Source: an optimization exercise on an open RTL-to-GDS flow (aim: small area). Production flows keep margins and buffers that such runs may drop. Only simulation tests tie the RTL to the original design; equivalence was not proved. Power is estimated from default activity; no workload was simulated.

==> inputs of branch cedar <==
==> flow/design.v <==
package bssl_pkg;
  localparam int DEPTH       = 16;
  localparam int MAX_RESULTS = 16;
  localparam int NRES        = (DEPTH < MAX_RESULTS) ? DEPTH : MAX_RESULTS;
  localparam int IDX_W       = $clog2(DEPTH);
  localparam int CNT_W       = $clog2(DEPTH + 1);
  localparam int RANK_W      = 4;
  localparam int TAG_W       = 64;
  localparam int SCORE_W     = 32;
  localparam int STAMP_W     = 32;
  localparam logic CMD_INSERT = 1'b0;
  localparam logic CMD_READ   = 1'b1;
  localparam logic ST_OK   = 1'b0;
  localparam logic ST_FULL = 1'b1;
  typedef struct packed {
    logic                      cmd;
    logic [TAG_W-1:0]          entry_tag;
    logic signed [SCORE_W-1:0] new_score;
    logic [STAMP_W-1:0]        stamp;
  } in_req_t;
  typedef struct packed {
    logic                      status;
    logic                      valid_res;
    logic [RANK_W-1:0]         rank;
    logic [TAG_W-1:0]          tag_out;
    logic signed [SCORE_W-1:0] score_out;
    logic [STAMP_W-1:0]        stamp_out;
    logic                      last;
  } out_res_t;
  typedef struct packed {
    logic do_insert;
    logic rd_start;
    logic rd_next;
  } dp_cmd_t;
  typedef struct packed {
    logic out_free;
    logic multi;
    logic rd_last;
  } dp_status_t;
endpackage
module bssl_ctrl (
  input  logic                    clk,
  input  logic                    rst_n,
  input  logic                    in_valid,
  input  logic                    in_cmd,
  output logic                    in_stall,
  input  bssl_pkg::dp_status_t    st,
  output bssl_pkg::dp_cmd_t       cmd
);
  typedef enum logic {IDLE, READ} state_t;
  state_t state_r, state_nxt;
  logic   accept;
  assign accept = (state_r == IDLE) && in_valid && st.out_free;
  always_comb begin
    state_nxt    = state_r;
    cmd          = '0;
    in_stall     = 1'b1;
    unique case (state_r)
      IDLE: begin
        in_stall = !st.out_free;
        if (accept) begin
          if (in_cmd == bssl_pkg::CMD_READ) begin
            cmd.rd_start = 1'b1;
            if (st.multi) state_nxt = READ;
          end else begin
            cmd.do_insert = 1'b1;
          end
        end
      end
      READ: begin
        if (st.out_free) begin
          cmd.rd_next = 1'b1;
          if (st.rd_last) state_nxt = IDLE;
        end
      end
      default: state_nxt = IDLE;
    endcase
  end
  always_ff @(posedge clk) begin
    if (!rst_n) begin
      state_r <= IDLE;
    end else begin
      state_r <= state_nxt;
    end
  end
endmodule
module bssl_dp (
  input  logic                    clk,
  input  logic                    rst_n,
  input  bssl_pkg::in_req_t       req,
  input  bssl_pkg::dp_cmd_t       cmd,
  output bssl_pkg::dp_status_t    st,
  output logic                    out_valid,
  input  logic                    out_stall,
  output bssl_pkg::out_res_t      out_res
);
  localparam int D  = bssl_pkg::DEPTH;
  localparam int IW = bssl_pkg::IDX_W;
  localparam int CW = bssl_pkg::CNT_W;
  localparam int SW = bssl_pkg::SCORE_W;
  logic [bssl_pkg::TAG_W-1:0]   tags_r   [D];
  logic [SW-1:0]                scores_r [D];
  logic [bssl_pkg::STAMP_W-1:0] stamps_r [D];
  logic [IW-1:0]                place_r  [D];
  logic [CW-1:0] fill_r;
  logic [IW-1:0] rd_idx_r;
  logic          out_valid_r;
  logic          status_r, valid_res_r, last_r;
  logic [IW-1:0] rank_r;
  logic [D-1:0]  used, gt, tail, sel;
  logic [IW-1:0] pos, rd_sel;
  logic          full, ins, load;
  logic [bssl_pkg::TAG_W-1:0]   fb_tag;
  logic [SW-1:0]                fb_score;
  logic [bssl_pkg::STAMP_W-1:0] fb_stamp;
  logic [IW-1:0]                fb_place;
  function automatic logic score_gt(input logic [SW-1:0] a, input logic [SW-1:0] b);
    logic c, ai, bi;
    c = 1'b0;
    for (int k = 0; k < SW; k++) begin
      ai = (k == SW-1) ? !a[k] : a[k];
      bi = (k == SW-1) ? !b[k] : b[k];
      c  = (ai & !bi) | ((ai | !bi) & c);
    end
    score_gt = c;
  endfunction
  assign full = fill_r[CW-1];
  assign ins  = cmd.do_insert && !full;
  assign load = cmd.do_insert || cmd.rd_start || cmd.rd_next;
  assign rd_sel = cmd.rd_start ? '0 : rd_idx_r;
  always_comb begin
    pos = '0;
    for (int i = 0; i < D; i++) begin
      used[i] = (CW'(i) < fill_r);
      tail[i] = (CW'(i + 1) == fill_r);
      gt[i]   = used[i] && score_gt(scores_r[i], req.new_score);
      sel[i]  = valid_res_r && used[i] && (place_r[i] == rank_r);
      pos     = pos + IW'(gt[i]);
    end
  end
  always_comb begin
    fb_tag   = '0;
    fb_score = '0;
    fb_stamp = '0;
    fb_place = '0;
    for (int i = 0; i < D; i++) begin
      fb_tag   |= {bssl_pkg::TAG_W{tail[i]}}   & tags_r[i];
      fb_score |= {SW{tail[i]}}                & scores_r[i];
      fb_stamp |= {bssl_pkg::STAMP_W{tail[i]}} & stamps_r[i];
      fb_place |= {IW{tail[i]}}                & place_r[i];
    end
  end
  assign st.out_free = !out_valid_r || !out_stall;
  assign st.multi    = (fill_r > CW'(1));
  assign st.rd_last  = ((CW'(rd_idx_r) + CW'(1)) == fill_r);
  always_ff @(posedge clk) begin
    if (ins) begin
      tags_r[0]   <= req.entry_tag;
      scores_r[0] <= req.new_score;
      stamps_r[0] <= req.stamp;
      place_r[0]  <= pos;
    end else begin
      tags_r[0]   <= fb_tag;
      scores_r[0] <= fb_score;
      stamps_r[0] <= fb_stamp;
      place_r[0]  <= fb_place;
    end
    for (int i = 1; i < D; i++) begin
      tags_r[i]   <= tags_r[i-1];
      scores_r[i] <= scores_r[i-1];
      stamps_r[i] <= stamps_r[i-1];
      place_r[i]  <= place_r[i-1] + IW'(ins && !gt[i-1]);
    end
  end
  always_ff @(posedge clk) begin
    if (cmd.do_insert) begin
      status_r    <= full;
      valid_res_r <= !full;
      rank_r      <= full ? '0 : pos;
      last_r      <= 1'b1;
    end else if (cmd.rd_start || cmd.rd_next) begin
      status_r    <= bssl_pkg::ST_OK;
      valid_res_r <= (fill_r != '0);
      rank_r      <= rd_sel;
      last_r      <= cmd.rd_start ? !st.multi : st.rd_last;
    end
    if (cmd.rd_start || cmd.rd_next) rd_idx_r <= rd_sel + IW'(1);
    if (!rst_n) begin
      fill_r      <= '0;
      out_valid_r <= 1'b0;
    end else begin
      if (ins) fill_r <= fill_r + CW'(1);
      out_valid_r <= load || (out_valid_r && out_stall);
    end
  end
  always_comb begin
    out_res           = '0;
    out_res.status    = status_r;
    out_res.valid_res = valid_res_r;
    out_res.rank      = rank_r;
    out_res.last      = last_r;
    for (int i = 0; i < D; i++) begin
      out_res.tag_out   |= {bssl_pkg::TAG_W{sel[i]}}   & tags_r[i];
      out_res.score_out |= {SW{sel[i]}}                & scores_r[i];
      out_res.stamp_out |= {bssl_pkg::STAMP_W{sel[i]}} & stamps_r[i];
    end
  end
  assign out_valid = out_valid_r;
endmodule
module bounded_sorted_score_list (
  input  logic                  clk,
  input  logic                  rst_n,
  input  logic                  in_valid,
  output logic                  in_stall,
  input  bssl_pkg::in_req_t     in_req,
  output logic                  out_valid,
  input  logic                  out_stall,
  output bssl_pkg::out_res_t    out_res
);
  bssl_pkg::dp_cmd_t    cmd;
  bssl_pkg::dp_status_t st;
  bssl_ctrl u_ctrl (
    .clk      (clk),
    .rst_n    (rst_n),
    .in_valid (in_valid),
    .in_cmd   (in_req.cmd),
    .in_stall (in_stall),
    .st       (st),
    .cmd      (cmd)
  );
  bssl_dp u_dp (
    .clk       (clk),
    .rst_n     (rst_n),
    .req       (in_req),
    .cmd       (cmd),
    .st        (st),
    .out_valid (out_valid),
    .out_stall (out_stall),
    .out_res   (out_res)
  );
endmodule
module bssl_top (
  input  logic        clk,
  input  logic        rst_n,
  input  logic        in_valid,
  output logic        in_stall,
  input  logic        in_cmd,
  input  logic [63:0] in_tag,
  input  logic [31:0] in_score,
  input  logic [31:0] in_stamp,
  output logic        out_valid,
  input  logic        out_stall,
  output logic        out_status,
  output logic        out_valid_res,
  output logic [3:0]  out_rank,
  output logic [63:0] out_tag,
  output logic [31:0] out_score,
  output logic [31:0] out_stamp,
  output logic        out_last
);
  bssl_pkg::in_req_t  req;
  bssl_pkg::out_res_t res;
  assign req.cmd       = in_cmd;
  assign req.entry_tag = in_tag;
  assign req.new_score = in_score;
  assign req.stamp     = in_stamp;
  bounded_sorted_score_list u_list (
    .clk       (clk),
    .rst_n     (rst_n),
    .in_valid  (in_valid),
    .in_stall  (in_stall),
    .in_req    (req),
    .out_valid (out_valid),
    .out_stall (out_stall),
    .out_res   (res)
  );
  assign out_status    = res.status;
  assign out_valid_res = res.valid_res;
  assign out_rank      = res.rank;
  assign out_tag       = res.tag_out;
  assign out_score     = res.score_out;
  assign out_stamp     = res.stamp_out;
  assign out_last      = res.last;
endmodule
==> flow/flow/run.sh <==
#!/bin/bash
export BUFFER_PORTS_ARGS="-buffer_cell sky130_fd_sc_hd__buf_1"
export CTS_ARGS="-sink_clustering_enable -repair_clock_nets -dont_use_dummy_load -sink_clustering_size 24 -sink_clustering_max_diameter 150"
bash standard.sh > standard.log 2>&1
==> flow/standard.sh <==
#!/bin/bash
# synth_recipe.tcl (not shown) runs the flow's synth.tcl, then flattens the netlist and writes it again
# the make line also repeats each setting of config.mk as NAME=value (left out here)
make -C /OpenROAD-flow-scripts/flow DESIGN_CONFIG=/design/flow/config.mk WORK_HOME=/design/flow/orfs CLKGATE_MAP_FILE= SYNTH_SCRIPT=/design/flow/synth_recipe.tcl "${@:-finish}"
==> flow/config.mk <==
export PLATFORM = sky130hd
export DESIGN_NAME = bssl_top
export DESIGN_NICKNAME = bssl_top
export VERILOG_FILES = /design/flow/design.v
export SDC_FILE = /design/flow/constraint.sdc
export NUM_CORES = 4
export LEC_CHECK = 0
export CAP_MARGIN = 20
export CORE_MARGIN = 2
export CORE_UTILIZATION = 60
export SLEW_MARGIN = 20
==> flow/constraint.sdc <==
create_clock -name core_clock -period 10.0 [get_ports {clk}]
set_input_delay 2.0000 -clock core_clock [delete_from_list [all_inputs] [get_ports {clk}]]
set_output_delay 2.0000 -clock core_clock [all_outputs]
set_load 0.01 [all_outputs]
==> branch maple: changes against branch cedar <==
--- a/flow/design.v
+++ b/flow/design.v
@@ -97,33 +97,19 @@
   localparam int D  = bssl_pkg::DEPTH;
   localparam int IW = bssl_pkg::IDX_W;
   localparam int CW = bssl_pkg::CNT_W;
-  localparam int SW = bssl_pkg::SCORE_W;
-  logic [bssl_pkg::TAG_W-1:0]   tags_r   [D];
-  logic [SW-1:0]                scores_r [D];
-  logic [bssl_pkg::STAMP_W-1:0] stamps_r [D];
-  logic [IW-1:0]                place_r  [D];
+  logic [bssl_pkg::TAG_W-1:0]          tags_r   [D];
+  logic signed [bssl_pkg::SCORE_W-1:0] scores_r [D];
+  logic [bssl_pkg::STAMP_W-1:0]        stamps_r [D];
+  logic [IW-1:0]                       place_r  [D];
   logic [CW-1:0] fill_r;
   logic [IW-1:0] rd_idx_r;
   logic          out_valid_r;
   logic          status_r, valid_res_r, last_r;
   logic [IW-1:0] rank_r;
-  logic [D-1:0]  used, gt, tail, sel;
+  logic [D-1:0]  sel_r;
+  logic [D-1:0]  used, gt, wr, rd_hit;
   logic [IW-1:0] pos, rd_sel;
   logic          full, ins, load;
-  logic [bssl_pkg::TAG_W-1:0]   fb_tag;
-  logic [SW-1:0]                fb_score;
-  logic [bssl_pkg::STAMP_W-1:0] fb_stamp;
-  logic [IW-1:0]                fb_place;
-  function automatic logic score_gt(input logic [SW-1:0] a, input logic [SW-1:0] b);
-    logic c, ai, bi;
-    c = 1'b0;
-    for (int k = 0; k < SW; k++) begin
-      ai = (k == SW-1) ? !a[k] : a[k];
-      bi = (k == SW-1) ? !b[k] : b[k];
-      c  = (ai & !bi) | ((ai | !bi) & c);
-    end
-    score_gt = c;
-  endfunction
   assign full = fill_r[CW-1];
   assign ins  = cmd.do_insert && !full;
   assign load = cmd.do_insert || cmd.rd_start || cmd.rd_next;
@@ -131,45 +117,26 @@
   always_comb begin
     pos = '0;
     for (int i = 0; i < D; i++) begin
-      used[i] = (CW'(i) < fill_r);
-      tail[i] = (CW'(i + 1) == fill_r);
-      gt[i]   = used[i] && score_gt(scores_r[i], req.new_score);
-      sel[i]  = valid_res_r && used[i] && (place_r[i] == rank_r);
-      pos     = pos + IW'(gt[i]);
-    end
-  end
-  always_comb begin
-    fb_tag   = '0;
-    fb_score = '0;
-    fb_stamp = '0;
-    fb_place = '0;
-    for (int i = 0; i < D; i++) begin
-      fb_tag   |= {bssl_pkg::TAG_W{tail[i]}}   & tags_r[i];
-      fb_score |= {SW{tail[i]}}                & scores_r[i];
-      fb_stamp |= {bssl_pkg::STAMP_W{tail[i]}} & stamps_r[i];
-      fb_place |= {IW{tail[i]}}                & place_r[i];
+      used[i]   = (CW'(i) < fill_r);
+      gt[i]     = used[i] && (scores_r[i] > req.new_score);
+      wr[i]     = ins && (fill_r[IW-1:0] == IW'(i));
+      rd_hit[i] = used[i] && (place_r[i] == rd_sel);
+      pos       = pos + IW'(gt[i]);
     end
   end
   assign st.out_free = !out_valid_r || !out_stall;
   assign st.multi    = (fill_r > CW'(1));
   assign st.rd_last  = ((CW'(rd_idx_r) + CW'(1)) == fill_r);
   always_ff @(posedge clk) begin
-    if (ins) begin
-      tags_r[0]   <= req.entry_tag;
-      scores_r[0] <= req.new_score;
-      stamps_r[0] <= req.stamp;
-      place_r[0]  <= pos;
-    end else begin
-      tags_r[0]   <= fb_tag;
-      scores_r[0] <= fb_score;
-      stamps_r[0] <= fb_stamp;
-      place_r[0]  <= fb_place;
-    end
-    for (int i = 1; i < D; i++) begin
-      tags_r[i]   <= tags_r[i-1];
-      scores_r[i] <= scores_r[i-1];
-      stamps_r[i] <= stamps_r[i-1];
-      place_r[i]  <= place_r[i-1] + IW'(ins && !gt[i-1]);
+    for (int i = 0; i < D; i++) begin
+      if (wr[i]) begin
+        tags_r[i]   <= req.entry_tag;
+        scores_r[i] <= req.new_score;
+        stamps_r[i] <= req.stamp;
+        place_r[i]  <= pos;
+      end else if (ins && !gt[i]) begin
+        place_r[i]  <= place_r[i] + IW'(1);
+      end
     end
   end
   always_ff @(posedge clk) begin
@@ -178,11 +145,13 @@
       valid_res_r <= !full;
       rank_r      <= full ? '0 : pos;
       last_r      <= 1'b1;
+      sel_r       <= wr;
     end else if (cmd.rd_start || cmd.rd_next) begin
       status_r    <= bssl_pkg::ST_OK;
       valid_res_r <= (fill_r != '0);
       rank_r      <= rd_sel;
       last_r      <= cmd.rd_start ? !st.multi : st.rd_last;
+      sel_r       <= rd_hit;
     end
     if (cmd.rd_start || cmd.rd_next) rd_idx_r <= rd_sel + IW'(1);
     if (!rst_n) begin
@@ -200,9 +169,9 @@
     out_res.rank      = rank_r;
     out_res.last      = last_r;
     for (int i = 0; i < D; i++) begin
-      out_res.tag_out   |= {bssl_pkg::TAG_W{sel[i]}}   & tags_r[i];
-      out_res.score_out |= {SW{sel[i]}}                & scores_r[i];
-      out_res.stamp_out |= {bssl_pkg::STAMP_W{sel[i]}} & stamps_r[i];
+      out_res.tag_out   |= {bssl_pkg::TAG_W{sel_r[i]}}   & tags_r[i];
+      out_res.score_out |= {bssl_pkg::SCORE_W{sel_r[i]}} & scores_r[i];
+      out_res.stamp_out |= {bssl_pkg::STAMP_W{sel_r[i]}} & stamps_r[i];
     end
   end
   assign out_valid = out_valid_r;
==> flow/run.sh (new file) <==
#!/bin/bash
# synth_recipe.tcl (not shown) runs the flow's synth.tcl, then flattens the netlist and writes it again
# the make line also repeats each setting of config.mk as NAME=value (left out here)
make -C /OpenROAD-flow-scripts/flow DESIGN_CONFIG=/design/flow/config.mk WORK_HOME=/design/flow/orfs CLKGATE_MAP_FILE= SYNTH_SCRIPT=/design/flow/synth_recipe.tcl finish
--- a/flow/config.mk
+++ b/flow/config.mk
@@ -7,5 +7,5 @@
 export LEC_CHECK = 0
 export CAP_MARGIN = 20
 export CORE_MARGIN = 2
-export CORE_UTILIZATION = 60
+export CORE_UTILIZATION = 40
 export SLEW_MARGIN = 20
removed: flow/flow/run.sh
removed: flow/standard.sh
==> run notes <==
metric                                                                branch maple    branch cedar
Portion of synthesized cell area occupied by the leading cell type          0.7148          0.5596
TritonCTS Sinks                                                               2146            2130
Net switching power figure                                              0.004608 W      0.004138 W
Count of inverters not on the clock network in the layout                       94             138
Overall power of the completed layout                                    0.01996 W       0.01566 W
Clock Pin Slew Worst Setup and Hold Paths                                  0.06 ns         0.10 ns
P_clk                                                                    0.00855 W       0.00436 W
Int Power                                                                0.01535 W       0.01152 W
Sum of met3 wire segment lengths after detailed routing                   31.21 mm        45.33 mm
Global Route met2 Usage                                                     0.4036          0.6422
Portion of total power attributed to combinational logic                     0.070           0.059
Starting utilization of the core area                                       0.4032          0.6040
Antenna diode count                                                             12              10
Outcome                                                             finished clean  finished clean
Skew final                                                              0.08079 ns      0.05870 ns
Clock network power share                                                    0.428           0.279
Via density                                                                  6.385           7.983
Std-Cell Core Area                                                      222700 um2      125600 um2

afterwards: timing with drivers on the ports:
The results above use ideal ports. As a check the final layouts listed here were re-extracted and re-timed, cells and wires unchanged.
Step 1: set_driving_cell puts a clkbuf_16 on clk and a buf_2 on each other input, an assumption about the parent block.
Step 2 times the ports against the registers' clock, not the clock port: input delays grow and output delays shrink by t, the midpoint of the rising clock arrivals with the driver on.
Three values: no drivers, after step 1, after step 2; two values: the first two.
run	t, ns	setup slack, ns	hold WS [ns]	clock arrival spread, ns	worst data-port slew with drivers (ns)
branch cedar	0.820	1.341 / 1.399 / 0.580	0.332 / 0.332 / 0.332	0.085 / 0.085	0.14
branch maple	0.936	1.251 / 1.306 / 0.369	0.504 / 0.504 / 0.504	0.116 / 0.117	0.26
After both steps setup and hold are still met in every run listed. For branch maple, which loses most, drivers alone change the setup slack by +0.055 ns; drivers and shift together by -0.882 ns.
